From an optimization exercise on the open Yosys and OpenROAD flow, aimed at small area and a short achievable clock period; shortcuts taken in it are not production practice.
Only simulation tests tie the RTL to the original design; equivalence was not proved.
Power and IR drop assume default switching activity.

==> design.v <==
package reg_check_monitor_pkg;
  typedef enum logic [1:0] {IDLE, RUN, CHECK, DONE} state_t;
  localparam int DEF_DATA_W = 32;
  localparam int DEF_NUM_REGS = 32;
  localparam int DEF_NUM_CHECKS = 8;
  localparam int DEF_CYC_W = 32;
endpackage
module reg_check_table
#(
  parameter int DATA_W = reg_check_monitor_pkg::DEF_DATA_W,
  parameter int NUM_REGS = reg_check_monitor_pkg::DEF_NUM_REGS,
  parameter int NUM_CHECKS = reg_check_monitor_pkg::DEF_NUM_CHECKS,
  localparam int AW = $clog2(NUM_REGS),
  localparam int IW = $clog2(NUM_CHECKS)
) (
  input  logic clk,
  input  logic rst_n,
  input  logic we_i,
  input  logic [IW-1:0] w_idx_i,
  input  logic [AW-1:0] w_reg_i,
  input  logic [DATA_W-1:0] w_exp_i,
  input  logic w_en_i,
  input  logic [IW-1:0] r_idx_i,
  output logic [AW-1:0] r_reg_o,
  output logic [DATA_W-1:0] r_exp_o,
  output logic r_en_o
);
  logic [NUM_CHECKS-1:0] en_q;
  logic [AW-1:0] reg_q [NUM_CHECKS];
  logic [DATA_W-1:0] exp_q [NUM_CHECKS];
  always_ff @(posedge clk or negedge rst_n) begin
    if (!rst_n) begin
      en_q <= '0;
      for (int i = 0; i < NUM_CHECKS; i++) begin
        reg_q[i] <= '0;
        exp_q[i] <= '0;
      end
    end else if (we_i) begin
      en_q[w_idx_i] <= w_en_i;
      reg_q[w_idx_i] <= w_reg_i;
      exp_q[w_idx_i] <= w_exp_i;
    end
  end
  assign r_reg_o = reg_q[r_idx_i];
  assign r_exp_o = exp_q[r_idx_i];
  assign r_en_o = en_q[r_idx_i];
endmodule
module reg_check_monitor
#(
  parameter int DATA_W = reg_check_monitor_pkg::DEF_DATA_W,
  parameter int NUM_REGS = reg_check_monitor_pkg::DEF_NUM_REGS,
  parameter int NUM_CHECKS = reg_check_monitor_pkg::DEF_NUM_CHECKS,
  parameter int CYC_W = reg_check_monitor_pkg::DEF_CYC_W,
  localparam int AW = $clog2(NUM_REGS),
  localparam int IW = $clog2(NUM_CHECKS)
) (
  input  logic clk,
  input  logic rst_n,
  input  logic wr_en,
  input  logic [AW-1:0] wr_addr,
  input  logic [DATA_W-1:0] wr_data,
  input  logic cfg_valid,
  output logic cfg_ready,
  input  logic [IW-1:0] cfg_idx,
  input  logic [AW-1:0] cfg_reg,
  input  logic [DATA_W-1:0] cfg_exp,
  input  logic cfg_en,
  input  logic start,
  input  logic [CYC_W-1:0] target_cycle,
  output logic busy,
  output logic done,
  output logic pass,
  output logic [IW:0] fail_count,
  output logic [IW-1:0] first_fail_idx,
  output logic [CYC_W-1:0] cycle_cnt
);
  localparam logic [IW-1:0] LAST = IW'(NUM_CHECKS - 1);
  reg_check_monitor_pkg::state_t state_q, state_d;
  logic [CYC_W-1:0] cnt_q, cnt_d, tgt_q, tgt_d;
  logic [IW-1:0] idx_q, idx_d, first_q, first_d;
  logic [IW:0] fails_q, fails_d;
  logic pass_q, pass_d;
  logic [DATA_W-1:0] shadow_q [NUM_REGS];
  logic [AW-1:0] t_reg;
  logic [DATA_W-1:0] t_exp;
  logic t_en, hit;
  assign cfg_ready = state_q == reg_check_monitor_pkg::IDLE;
  reg_check_table #(.DATA_W(DATA_W), .NUM_REGS(NUM_REGS), .NUM_CHECKS(NUM_CHECKS)) u_table (
    .clk(clk),
    .rst_n(rst_n),
    .we_i(cfg_valid && cfg_ready),
    .w_idx_i(cfg_idx),
    .w_reg_i(cfg_reg),
    .w_exp_i(cfg_exp),
    .w_en_i(cfg_en),
    .r_idx_i(idx_q),
    .r_reg_o(t_reg),
    .r_exp_o(t_exp),
    .r_en_o(t_en)
  );
  assign hit = t_en && shadow_q[t_reg] != t_exp;
  always_ff @(posedge clk or negedge rst_n) begin
    if (!rst_n) begin
      for (int i = 0; i < NUM_REGS; i++) shadow_q[i] <= '0;
    end else if (wr_en) begin
      shadow_q[wr_addr] <= wr_data;
    end
  end
  always_ff @(posedge clk or negedge rst_n) begin
    if (!rst_n) begin
      state_q <= reg_check_monitor_pkg::IDLE;
      cnt_q <= '0;
      tgt_q <= '0;
      idx_q <= '0;
      first_q <= '0;
      fails_q <= '0;
      pass_q <= 1'b0;
    end else begin
      state_q <= state_d;
      cnt_q <= cnt_d;
      tgt_q <= tgt_d;
      idx_q <= idx_d;
      first_q <= first_d;
      fails_q <= fails_d;
      pass_q <= pass_d;
    end
  end
  always_comb begin
    state_d = state_q;
    cnt_d = cnt_q;
    tgt_d = tgt_q;
    idx_d = idx_q;
    first_d = first_q;
    fails_d = fails_q;
    pass_d = pass_q;
    case (state_q)
      reg_check_monitor_pkg::IDLE, reg_check_monitor_pkg::DONE: if (start) begin
        state_d = reg_check_monitor_pkg::RUN;
        cnt_d = CYC_W'(1);
        tgt_d = target_cycle;
        idx_d = '0;
        first_d = '0;
        fails_d = '0;
        pass_d = 1'b0;
      end
      reg_check_monitor_pkg::RUN: begin
        cnt_d = &cnt_q ? cnt_q : cnt_q + CYC_W'(1);
        state_d = cnt_q >= tgt_q ? reg_check_monitor_pkg::CHECK : reg_check_monitor_pkg::RUN;
      end
      reg_check_monitor_pkg::CHECK: begin
        fails_d = hit ? fails_q + (IW+1)'(1) : fails_q;
        first_d = hit && fails_q == '0 ? idx_q : first_q;
        idx_d = idx_q == LAST ? idx_q : idx_q + IW'(1);
        state_d = idx_q == LAST ? reg_check_monitor_pkg::DONE : reg_check_monitor_pkg::CHECK;
        pass_d = idx_q == LAST ? fails_d == '0 : pass_q;
      end
      default: state_d = reg_check_monitor_pkg::IDLE;
    endcase
  end
  assign busy = state_q == reg_check_monitor_pkg::RUN || state_q == reg_check_monitor_pkg::CHECK;
  assign done = state_q == reg_check_monitor_pkg::DONE;
  assign pass = pass_q;
  assign fail_count = fails_q;
  assign first_fail_idx = first_q;
  assign cycle_cnt = cnt_q;
endmodule
==> run.sh <==
#!/bin/bash
# synth_recipe.tcl (not shown) runs the flow's synth.tcl, then flattens the netlist and writes it again
# the make line also repeats each setting of config.mk as NAME=value (left out here)
make -C /OpenROAD-flow-scripts/flow DESIGN_CONFIG=/design/flow/config.mk WORK_HOME=/design/flow/orfs CLKGATE_MAP_FILE= SYNTH_SCRIPT=/design/flow/synth_recipe.tcl finish
==> config.mk <==
export PLATFORM = sky130hd
export DESIGN_NAME = reg_check_monitor
export DESIGN_NICKNAME = reg_check_monitor
export VERILOG_FILES = /design/flow/design.v
export SDC_FILE = /design/flow/constraint.sdc
export NUM_CORES = 4
export LEC_CHECK = 0
export CAP_MARGIN = 20
export CORE_MARGIN = 2
export CORE_UTILIZATION = 40
export SLEW_MARGIN = 20
==> constraint.sdc <==
create_clock -name core_clock -period 7.0 [get_ports {clk}]
set_input_delay 1.4000 -clock core_clock [delete_from_list [all_inputs] [get_ports {clk}]]
set_output_delay 1.4000 -clock core_clock [all_outputs]
set_load 0.01 [all_outputs]
==> metrics.csv <==
metric;value;unit
Pleak;34.2;nW
Worst Skew;0.0397;ns
Root Buffer;clkbuf_16;
share of the synthesized area in the top cell type;54.8;%
DR vias;46135;
synthesized netlist net count;5158;
Synth Register Bits;1405;
DRC Markers;0;
Pwr per Cell Area;377;nW/um^2
sequential area share after synthesis;54.8;%
clock latency on the worst-skew pair;0.83;ns
H-tree Lvls;4;
Final ANT Viol Nets;0;
yosys warns;5;
TritonCTS clock tree;done;
HPWL after DPL;141000;um
largest net degree at the start of global routing;144;
antenna violations before repair;11;
Synth Cell Area;64100;sq um
worst reg2reg path endpoint;fails_q[0]$_DFFE_PN0P_;
# Max-Cap Violations;0;
status;no timing/DRC/antenna violations;
core area;159000;sq um
clk slew on worst S/H paths;0.05;ns
Crit. Startpoint;idx_q[0]$_DFFE_PN0P_;
Starting DRT DRC Count;5102;
Final Hold Slack;0.497;ns
endpoint class of the critical path;register;
sequential share of power;41.0;%
Logic pwr share;29.3;%
DR WL/cell;31.5;um
Bufs on Longest Clock Path;3;
Synth area leader;dfrtp_1;
initial core utilization;40.4;%
top cells by area, synth;dfrtp_1, mux2_2, and3_1;
global route overflow;0;
share of synthesized registers carrying an async set or reset;100;%
row count;146;
Min-Delay Path Depth;1;
CP peak stage delay;0.67;ns
CP Class;register to register;
synth cell count leaders;dfrtp_1, mux2_2, clkbuf_1;
worst slew pin tran;1.26;ns
Net Sw Frac;34.5;%
synthesized area per cell;12.8;sq um
CP max-delay cell;a221oi_1;
die width;404;um
RSZ-0062 raised after global routing;no;
total CTS buffers;156;
Synth Instances;4992;
GR Util All Layers;28.0;%
Reg2Reg Depth;20;
I/O Pins;158;
final net count;5278;
Final Hold Fails;0;
Final setup violation count;0;
WHS Endpoint;u_table.exp_q[0][29]$_DFFE_PN0P_;
Worst EP arrival;7.43;ns
number of synthesized flops with an enable pin;0;
Die H;404;um
routed wire length;231000;um
Rel. slew slack;15.6;%
clk sinks;1405;
CP Data Required Time;7.65;ns
Synth cell types;83;
vias in the first global route;45695;
Max VDD drop;0.272;mV
critical-path cell list;inv_1 -> ha_1 -> buf_4 -> a22oi_1 -> a31oi_1 -> o22ai_1 -> a21oi_4 -> and2_1 -> buf_4 -> a221oi_1 -> nand4_1 -> or4_1 -> nand3_1 -> o311ai_0 -> nor4_1 -> buf_4 -> nand4_4 -> nand2_2 -> mux2i_1 -> o22ai_1;
Slew Limit Fails;0;
vias per cell;6.30;
layout cells sized above 1;37.5;%
Switch Pwr;9.65;mW
FF-to-FF setup slack;0.22;ns
setup_tns;0;ns
crit-path most repeated cell;buf_4;
clock network fraction of design power;29.7;%
Die ar.;163000;sq um
startpoint types;register;
worst hold start;u_table.exp_q[0][29]$_DFFE_PN0P_;
Pint;18.3;mW
top_reg_cell synth;dfrtp_1;
minimum clock period;6.78;ns
most frequent cell after synthesis;dfrtp_1;
Hold Path Class;register to register;
GP Congestion;0.929;
Final Cycle Share;96.9;%
Fmax;147;MHz
DRT Pass-1 Iters;9;
PortBufs;157;
global-route wire length before repair;334000;um
r2r startpoint;idx_q[0]$_DFFE_PN0P_;
# hold bufs at CTS;0;
P&R area growth vs syn;15.8;%
crit-path max FO;29;
fillers;14108;
==> layout by cell type, fill, tap and decap left out, types with 21 or more instances in the layout <==
cell / count
a2111oi_0: 85
buf_4: 189
nand4_1: 93
ha_1: 47
a21oi_1: 40
and3_1: 294
nand2_1: 193
a222oi_1: 36
buf_12: 21
inv_1: 50
o21ai_0: 86
a22o_1: 37
clkbuf_1: 47
clkbuf_8: 35
nor3_1: 37
clkdlybuf4s50_1: 140
a221oi_1: 60
dfrtp_1: 1404
mux2i_1: 28
clkinv_2: 24
a22oi_1: 156
nand3_1: 106
nor2_1: 76
clkbuf_16: 157
xor2_1: 22
mux2_2: 1375
==> layer usage <==
metal  up-vias  routed length, um  GRT usage, %
met5         -                 87             0
met4        10               9880          11.6
met3       542              21600          6.54
met2      2365             102000          41.7
met1     24369              96900          39.0
li1      18849                  -             -
==> how the worst max path moves through the flow <==
stage	slack, ns	end	depth (start not counted)
finish	0.22	fails_q[0]$_DFFE_PN0P_	20
global route	0.03	pass_q$_DFFE_PN0P_	20
CTS	0.07	pass_q$_DFFE_PN0P_	20
detailed placement	0.09	pass_q$_DFFE_PN0P_	20
global placement	0.09	pass_q$_DFFE_PN0P_	19
floorplan	1.83	first_q[2]$_DFFE_PN0P_	23
==> final cells by class <==
cell class	instances	area (sq um)	area share [%]
Antenna cell	7	17.5	0.0236
Inverter	50	188	0.253
Clock inverter	46	569	0.767
Sequential cell	1405	35200	47.4
Tap cell	2072	2590	3.49
Timing Repair Buffer	372	3440	4.64
Multi-Input combinational cell	3127	27700	37.3
Clock buffer	239	4590	6.18
==> worst max-delay path, delay by kind of cell (launching register included) <==
family,cells,cell delay (ns)
flip-flops,1,0.51
AND/OR/NAND/NOR,7,2.13
buffers and inverters,4,0.80
AO/OA/AOI/OAI,7,2.58
multiplexers,1,0.21
adder cells (fa/ha/maj),1,0.38
==> power by group through the flow <==
stage          Clock, mW  Sequential [mW]  Combinational [mW]
2_1_floorplan          0             11.1                4.66
5_1_grt             8.76             11.7                8.56
3_5_place_dp           0             11.5                7.95
3_3_place_gp           0             11.5                7.80
4_1_cts             8.41             11.4                7.98
6_report            8.30             11.5                8.19
==> repair_timing <==
action / 4_1_cts / 5_1_grt
setup endpoints to repair: 0 / 8
buffers inserted: 0 / 2
gates resized for setup: 0 / 4
==> sequential cells by signal, summed over array words and instances, names as in the netlist <==
signal and cells:
tgt_q 32, idx_q 3, shadow_q 1024, fails_q 4
cnt_q 32, first_q 3, state_q 2, pass_q 1
u_table.exp_q 256, u_table.en_q 8, u_table.reg_q 40
==> through the flow <==
stage	utilization [%]	cells	setup slack, ns	cell area, sq um	total power [mW]
final	46.8	7318	0.217	74200	28.0
after global routing	46.8	7312	0.0332	74200	29.0
after CTS	46.7	7309	0.0711	74200	27.8
after detailed placement	43.5	7024	0.0931	69000	19.5
after global placement	43.4	7019	0.0912	69000	19.3
after floorplan	-	4992	1.83	64100	15.7
==> kinds of logic after synthesis <==
logic type      count (synthesis)  share of synthesized area, %
mux                          1405                          24.7
buf+inv                       460                          2.86
simple gates                  987                          8.37
xor+xnor                       33                         0.451
fa+ha+maj                      51                         0.995
flops                        1405                          54.8
compound gates                651                          7.82

[re-timing with driven ports]
In the flow no input, the clock included, has a driving cell. The finished layout below was timed again as built, in two steps. Step 1, drivers: a clkbuf_16 drives clk and a buf_2 each remaining input, both assumed. Step 2 times the ports against the registers' clock, not the clock port: input delays grow and output delays shrink by t, the midpoint of the rising clock arrivals with the driver on. Three values: no drivers, after step 1, after step 2; two values: the first two.
t (ns): 0.892
slack for setup (ns): 0.217 / 0.217 / 0.217
latest minus earliest clock arrival (ns): 0.042 / 0.042
worst data-port slew with drivers (ns): 0.14
After both steps this run still meets setup and hold. For this run, drivers alone change the setup slack by 0.000 ns; drivers and shift together by 0.000 ns.
